What follows belongs to an exercise in optimizing a design on an open flow for small area, a short achievable clock period and few clock cycles per item; a production flow would make more cautious choices. The RTL was checked by simulation tests, not by an equivalence proof against the original design.

==> flow/design.v (excerpt) <==
module heater_pid_duty_control_unit (
    input  logic                                 clk,
    input  logic                                 rst_n,
    input  logic                                 cfg_we,
    input  logic [hpdc_pkg::CFG_ADDR_W-1:0]      cfg_addr,
    input  logic [hpdc_pkg::CFG_DATA_W-1:0]      cfg_wdata,
    input  logic                                 s_tvalid,
    output logic                                 s_tready,
    input  logic [hpdc_pkg::IN_DATA_W-1:0]       s_tdata,
    output logic                                 m_tvalid,
    input  logic                                 m_tready,
    output logic [hpdc_pkg::OUT_DATA_W-1:0]      m_tdata
);
For scale: roughly 330 flip-flops, about 58 I/O pins.
export LEC_CHECK = 0
export CAP_MARGIN = 20
export CORE_MARGIN = 2
export CORE_UTILIZATION = 40
export CTS_CLUSTER_DIAMETER = 100
export CTS_CLUSTER_SIZE = 24
export SLEW_MARGIN = 20
create_clock -name core_clock -period 19.0 [get_ports {clk}]
standard.sh (not shown) runs the stock make flow with config.mk's settings and CLKGATE_MAP_FILE= SYNTH_SCRIPT=/design/flow/synth_recipe.tcl, a recipe that flattens the netlist after the stock synthesis.
==> flow/flow/run.sh <==
#!/bin/bash
# Layout: the standard flow (standard.sh: the standard flow's synthesis and ORFS from floorplan to
# finish, at the design's clock period and constraints), with two changes in how the layout is
# made: the port buffers are buf_4 cells instead of the default delay-buffer choice, and the
# resizer's timing repair aims for 14.1 ns of setup slack at the 19 ns clock, so that it sizes the
# slowest paths as for a 4.9 ns clock. make's full output goes to standard.log; each ORFS step
# keeps its own log under orfs/logs/.
export BUFFER_PORTS_ARGS="-buffer_cell sky130_fd_sc_hd__buf_4"
export SETUP_SLACK_MARGIN=14.1
bash standard.sh > standard.log 2>&1
Testbench counts at the start, summed over its fixed seeds: cycles 24,040, items 24,000.
Change:
==> flow/flow/run.sh (replaced) <==
#!/bin/bash
# Layout: the standard flow (standard.sh: the standard flow's synthesis and ORFS from floorplan to
# finish, at the design's clock period and constraints), with two changes in how the layout is
# made: the port buffers are buf_4 cells instead of the default delay-buffer choice, and the
# resizer's timing repair aims for 14 ns of setup slack at the 19 ns clock, so that it sizes the
# slowest paths as for a 5 ns clock. make's full output goes to standard.log; each ORFS step
# keeps its own log under orfs/logs/.
export BUFFER_PORTS_ARGS="-buffer_cell sky130_fd_sc_hd__buf_4"
export SETUP_SLACK_MARGIN=14.0
bash standard.sh > standard.log 2>&1
--- a/flow/config.mk
+++ b/flow/config.mk
@@ -10,4 +10,4 @@
 export CORE_UTILIZATION = 40
-export CTS_CLUSTER_DIAMETER = 100
-export CTS_CLUSTER_SIZE = 24
+export CTS_CLUSTER_DIAMETER = 80
+export CTS_CLUSTER_SIZE = 20
 export SLEW_MARGIN = 20
Result:
- die area stays the same
- core utilization stays flat
- sequential share of layout area stays flat
- wire length is about the same
- final cell count hardly moves
- clock skew barely changes
Change:
--- a/flow/config.mk
+++ b/flow/config.mk
@@ -10,4 +10,4 @@
 export CORE_UTILIZATION = 40
-export CTS_CLUSTER_DIAMETER = 80
-export CTS_CLUSTER_SIZE = 20
+export CTS_CLUSTER_DIAMETER = 100
+export CTS_CLUSTER_SIZE = 24
 export SLEW_MARGIN = 20
Result: Setup slack is better by 0.025 ns; fmax went up slightly; core utilization came out lower by 0.30 points.

========
Another version of the RTL of heater_pid_duty_control_unit (not shown whole).
Size in the first run: roughly 3400 cells after synthesis, about 0.034 mm² of cells after synthesis.
==> flow/config.mk <==
export PLATFORM = sky130hd
export DESIGN_NAME = heater_pid_duty_control_unit
export DESIGN_NICKNAME = heater_pid_duty_control_unit
export VERILOG_FILES = /design/flow/design.v
export SDC_FILE = /design/flow/constraint.sdc
export NUM_CORES = 4
export LEC_CHECK = 0
export CAP_MARGIN = 20
export CORE_MARGIN = 2
export CORE_UTILIZATION = 40
export CTS_CLUSTER_DIAMETER = 100
export CTS_CLUSTER_SIZE = 30
export SLEW_MARGIN = 20
==> flow/constraint.sdc <==
create_clock -name core_clock -period 19.0 [get_ports {clk}]
set_input_delay 3.8000 -clock core_clock [delete_from_list [all_inputs] [get_ports {clk}]]
set_output_delay 3.8000 -clock core_clock [all_outputs]
set_load 0.01 [all_outputs]
==> flow/flow/run.sh <==
#!/bin/bash
# Layout: the standard flow (standard.sh: the standard flow's synthesis and ORFS from floorplan to
# finish, at the design's clock period and constraints), with two changes in how the layout is
# made: the port buffers are buf_4 cells instead of the default delay-buffer choice, and the
# resizer's timing repair aims for 14 ns of setup slack at the 19 ns clock, so that it sizes the
# slowest paths as for a 5 ns clock. make's full output goes to standard.log; each ORFS step
# keeps its own log under orfs/logs/.
export BUFFER_PORTS_ARGS="-buffer_cell sky130_fd_sc_hd__buf_4"
export SETUP_SLACK_MARGIN=14.0
bash standard.sh > standard.log 2>&1
The first run completed with no timing, DRC or antenna violations.
Testbench counts at the start, summed over its fixed seeds: cycles 24,040, items 24,000.
Next try:
==> flow/flow/run.sh (replaced) <==
#!/bin/bash
# Layout: the standard flow (standard.sh: the standard flow's synthesis and ORFS from floorplan to
# finish, at the design's clock period and constraints), with two changes in how the layout is
# made: the port buffers are buf_4 cells instead of the default delay-buffer choice, and the
# resizer's timing repair aims for 14.3 ns of setup slack at the 19 ns clock, so that it sizes the
# slowest paths as for a 4.7 ns clock. make's full output goes to standard.log; each ORFS step
# keeps its own log under orfs/logs/.
export BUFFER_PORTS_ARGS="-buffer_cell sky130_fd_sc_hd__buf_4"
export SETUP_SLACK_MARGIN=14.3
bash standard.sh > standard.log 2>&1
Settings changed: CTS_CLUSTER_SIZE 30 to 24.
=>
- synthesized cell count does not change
- clock-buffer cell count grows by 5
- routed wire length climbs by a few percent
- maximum frequency stays flat
- clock skew decreases by 0.016 ns
- worst setup slack barely changes
- global-route usage increases by 0.60 points
- worst hold slack barely changes
Next try:
==> flow/flow/run.sh (replaced) <==
#!/bin/bash
# Layout: the standard flow (standard.sh: the standard flow's synthesis and ORFS from floorplan to
# finish, at the design's clock period and constraints), with two changes in how the layout is
# made: the port buffers are buf_4 cells instead of the default delay-buffer choice, and the
# resizer's timing repair aims for 14 ns of setup slack at the 19 ns clock, so that it sizes the
# slowest paths as for a 5 ns clock. make's full output goes to standard.log; each ORFS step
# keeps its own log under orfs/logs/.
export BUFFER_PORTS_ARGS="-buffer_cell sky130_fd_sc_hd__buf_4"
export SETUP_SLACK_MARGIN=14.0
bash standard.sh > standard.log 2>&1
Final cell count shrinks by about 2.3%.
Global-route usage drops by 0.59 points.
Via count went down by 2.3%.
Clock-buffer cell count climbs by 3.
Worst hold slack got worse by 0.0063 ns.
Design area fell by 4.4%.
Area after synthesis stays the same.
Next try:
Settings changed: CTS_CLUSTER_DIAMETER 100 to unset, CTS_CLUSTER_SIZE 24 to unset.
What happened: Design area climbs by 1.7%. Count of clock-buffer cells in the layout climbs by 20.

========
heater_pid_duty_control_unit, a different RTL version from the one above (not shown whole).
For scale: ~3100 cells after synthesis, roughly 310 flip-flops, about 58 I/O pins, about 33000 um2 of cells after synthesis.
// heater_pid_duty_control_unit
module heater_pid_duty_control_unit (
    input  logic                                 clk,
    input  logic                                 rst_n,
    input  logic                                 cfg_we,
    input  logic [hpdc_pkg::CFG_ADDR_W-1:0]      cfg_addr,
    input  logic [hpdc_pkg::CFG_DATA_W-1:0]      cfg_wdata,
    input  logic                                 s_tvalid,
    output logic                                 s_tready,
    input  logic [hpdc_pkg::IN_DATA_W-1:0]       s_tdata,
    output logic                                 m_tvalid,
    input  logic                                 m_tready,
    output logic [hpdc_pkg::OUT_DATA_W-1:0]      m_tdata
);
    logic [11:0] target_reg;
    logic        target_on_reg;
    logic [6:0]  floor_reg, ceil_reg;
    logic [11:0] below_reg, above_reg;
    logic [15:0] kp_reg, kd_reg;
    logic [8:0]  bi_one, bi_two, bi_neg;
    logic [15:7] ki_ge;    
    function automatic logic [26:0] booth_enc(input logic [15:0] g);
        logic [18:0] gx;
        logic [8:0] one, two, neg;
        gx = {2'b00, g, 1'b0};
        for (int j = 0; j < 9; j++)
        begin
            one[j] = gx[2*j+1] ^ gx[2*j];
            two[j] = (gx[2*j+2] & ~gx[2*j+1] & ~gx[2*j]) | (~gx[2*j+2] & gx[2*j+1] & gx[2*j]);
            neg[j] = gx[2*j+2] & ~(gx[2*j+1] & gx[2*j]);
        end
        booth_enc = {neg, two, one};
    endfunction
    logic [26:0] enc_w;
    logic [15:7] ge_w;
    assign enc_w = booth_enc(cfg_wdata);
    genvar gi;
    generate
        for (gi = 7; gi < 16; gi = gi + 1)
        begin : g_ge
            assign ge_w[gi] = |cfg_wdata[15:gi];
        end
    endgenerate
    always_ff @(posedge clk or negedge rst_n)
    begin
        if (!rst_n)
        begin
            target_reg    <= 12'd0;
            target_on_reg <= 1'b0;
            kp_reg        <= 16'd1280;
            {bi_neg, bi_two, bi_one} <= booth_enc(16'd77);
            kd_reg        <= 16'd5120;
  ...
==> flow/config.mk <==
export PLATFORM = sky130hd
export DESIGN_NAME = heater_pid_duty_control_unit
export DESIGN_NICKNAME = heater_pid_duty_control_unit
export VERILOG_FILES = /design/flow/design.v
export SDC_FILE = /design/flow/constraint.sdc
export NUM_CORES = 4
export LEC_CHECK = 0
export CAP_MARGIN = 20
export CORE_MARGIN = 2
export CORE_UTILIZATION = 40
export CTS_CLUSTER_DIAMETER = 100
export CTS_CLUSTER_SIZE = 24
export GPL_TIMING_DRIVEN = 0
export SLEW_MARGIN = 20
==> flow/constraint.sdc <==
create_clock -name core_clock -period 19.0 [get_ports {clk}]
set_input_delay 3.8000 -clock core_clock [delete_from_list [all_inputs] [get_ports {clk}]]
set_output_delay 3.8000 -clock core_clock [all_outputs]
set_load 0.01 [all_outputs]
==> flow/flow/run.sh <==
#!/bin/bash
# Layout: the standard flow (standard.sh: the standard flow's synthesis and ORFS from floorplan to
# finish, at the design's clock period and constraints), with three changes in how the layout
# is made:
# - synthesis skips Yosys's early "abc -fast" (SYNTH_ARGS=-noabc), so that the full adders of
#   the generated adder tree are extracted as written, without polarity inverters between them
#   (the registers are the same as the standard synthesis's);
# - the port buffers are buf_4 cells instead of the default delay-buffer choice;
# - the resizer's timing repair aims for 14 ns of setup slack at the 19 ns clock, so that it
#   sizes the slowest paths as for a 5 ns clock.
# make's full output goes to standard.log; each ORFS step keeps its own log under orfs/logs/.
export SYNTH_ARGS="-noabc"
export BUFFER_PORTS_ARGS="-buffer_cell sky130_fd_sc_hd__buf_4"
export SETUP_SLACK_MARGIN=14.0
bash standard.sh > standard.log 2>&1
The starting point completed with no timing, DRC or antenna violations.
Testbench counts at the start, summed over its fixed seeds: cycles 24,040, items 24,000.
Change:
GPL_TIMING_DRIVEN = not set   (was 0)
What happened: The new run completed with no timing, DRC or antenna violations. Hold slack gains 0.0057 ns. Synthesized area is unchanged. Flip-flop and latch count is unchanged. Wire length goes down by 14%. Final cell count goes down by 5.1%. First-iteration DRC count drops by 4.2%. Die area is unchanged. Sequential share of layout area rose by 1.2 points.
Change:
==> flow/flow/run.sh (replaced) <==
#!/bin/bash
# Layout: the standard flow (standard.sh: the standard flow's synthesis and ORFS from floorplan to
# finish, at the design's clock period and constraints), with two changes in how the layout is
# made: the port buffers are buf_4 cells instead of the default delay-buffer choice, and the
# resizer's timing repair aims for 14 ns of setup slack at the 19 ns clock, so that it sizes the
# slowest paths as for a 5 ns clock. make's full output goes to standard.log; each ORFS step
# keeps its own log under orfs/logs/.
export BUFFER_PORTS_ARGS="-buffer_cell sky130_fd_sc_hd__buf_4"
export SETUP_SLACK_MARGIN=14.0
export CTS_ARGS="-sink_clustering_enable -repair_clock_nets -sink_clustering_size 24 -sink_clustering_max_diameter 100 -num_static_layers 1"
bash standard.sh > standard.log 2>&1
The new run completed with no timing, DRC or antenna violations; fmax hardly moves; non-clock buffer count climbs by 20; die area climbs by about 2.2%; design area climbs by 2.8%; wire length climbs by about 3%; global-route usage climbs by 0.28 points; via count climbs by 3.8%; register-to-register slack improved by 0.02 ns; first-iteration DRC count climbs by 11%; critical path depth stays the same.
Change:
--- a/flow/flow/run.sh
+++ b/flow/flow/run.sh
@@ -9,3 +9,3 @@
 export SETUP_SLACK_MARGIN=14.0
-export CTS_ARGS="-sink_clustering_enable -repair_clock_nets -sink_clustering_size 24 -sink_clustering_max_diameter 100 -num_static_layers 1"
+export CTS_ARGS="-sink_clustering_enable -repair_clock_nets -sink_clustering_size 24 -sink_clustering_max_diameter 100 -sink_clustering_levels 1"
 bash standard.sh > standard.log 2>&1
Effect: Wire length stays flat; clock skew stays flat; non-clock buffer count increases by 4; register-to-register slack barely changes.

## afterwards: timing with drivers on the ports
Ports are ideal in the flow. The routed layouts listed here were re-timed in OpenROAD.
Step 1 sets driving cells, clkbuf_16 on the clock port and buf_2 on the other inputs (assumed; they add their load-dependent delay and slew).
Step 2 times the ports against the registers' clock, not the clock port: input delays grow and output delays shrink by t, the midpoint of the rising clock arrivals with the driver on.
Slacks: ideal ports / drivers / drivers and shift; pairs: ideal ports / drivers.
| run | t, ns | setup WS [ns] | worst hold slack (ns) | latest minus earliest clock arrival (ns) | pins driven straight from the clock port |
|---|---|---|---|---|---|
| the first run of note 1 | 0.645 | 14.027 / 13.963 / 13.588 | 0.420 / 0.420 / 0.420 | 0.047 / 0.047 | 1 |
| the second run of note 1 | 0.679 | 14.038 / 13.969 / 13.426 | 0.424 / 0.424 / 0.424 | 0.044 / 0.044 | 1 |
| the third run of note 1 | 0.637 | 14.062 / 13.998 / 13.452 | 0.427 / 0.427 / 0.427 | 0.027 / 0.027 | 1 |
| the first run of note 2 | 0.642 | 13.960 / 13.900 / 13.629 | 0.434 / 0.434 / 0.434 | 0.058 / 0.058 | 1 |
| the second run of note 2 | 0.655 | 13.961 / 13.896 / 13.852 | 0.432 / 0.432 / 0.432 | 0.042 / 0.043 | 1 |
| the third run of note 2 | 0.647 | 13.981 / 13.919 / 13.612 | 0.425 / 0.425 / 0.425 | 0.034 / 0.033 | 1 |
| the fourth run of note 2 | 0.653 | 14.002 / 13.938 / 13.599 | 0.416 / 0.416 / 0.416 | 0.052 / 0.052 | 1 |
| the first run of note 3 | 0.659 | 13.912 / 13.854 / 13.412 | 0.424 / 0.424 / 0.424 | 0.041 / 0.041 | 1 |
| the second run of note 3 | 0.627 | 14.074 / 14.013 / 13.504 | 0.430 / 0.430 / 0.430 | 0.023 / 0.023 | 1 |
| the third run of note 3 | 0.621 | 14.085 / 14.026 / 13.586 | 0.428 / 0.428 / 0.428 | 0.016 / 0.016 | 1 |
| the fourth run of note 3 | 0.616 | 14.087 / 14.030 / 13.578 | 0.427 / 0.427 / 0.427 | 0.018 / 0.018 | 1 |
After both steps setup and hold are still met in every run listed. For the second run of note 1, which loses most, drivers alone change the setup slack by -0.069 ns; drivers and shift together by -0.612 ns.
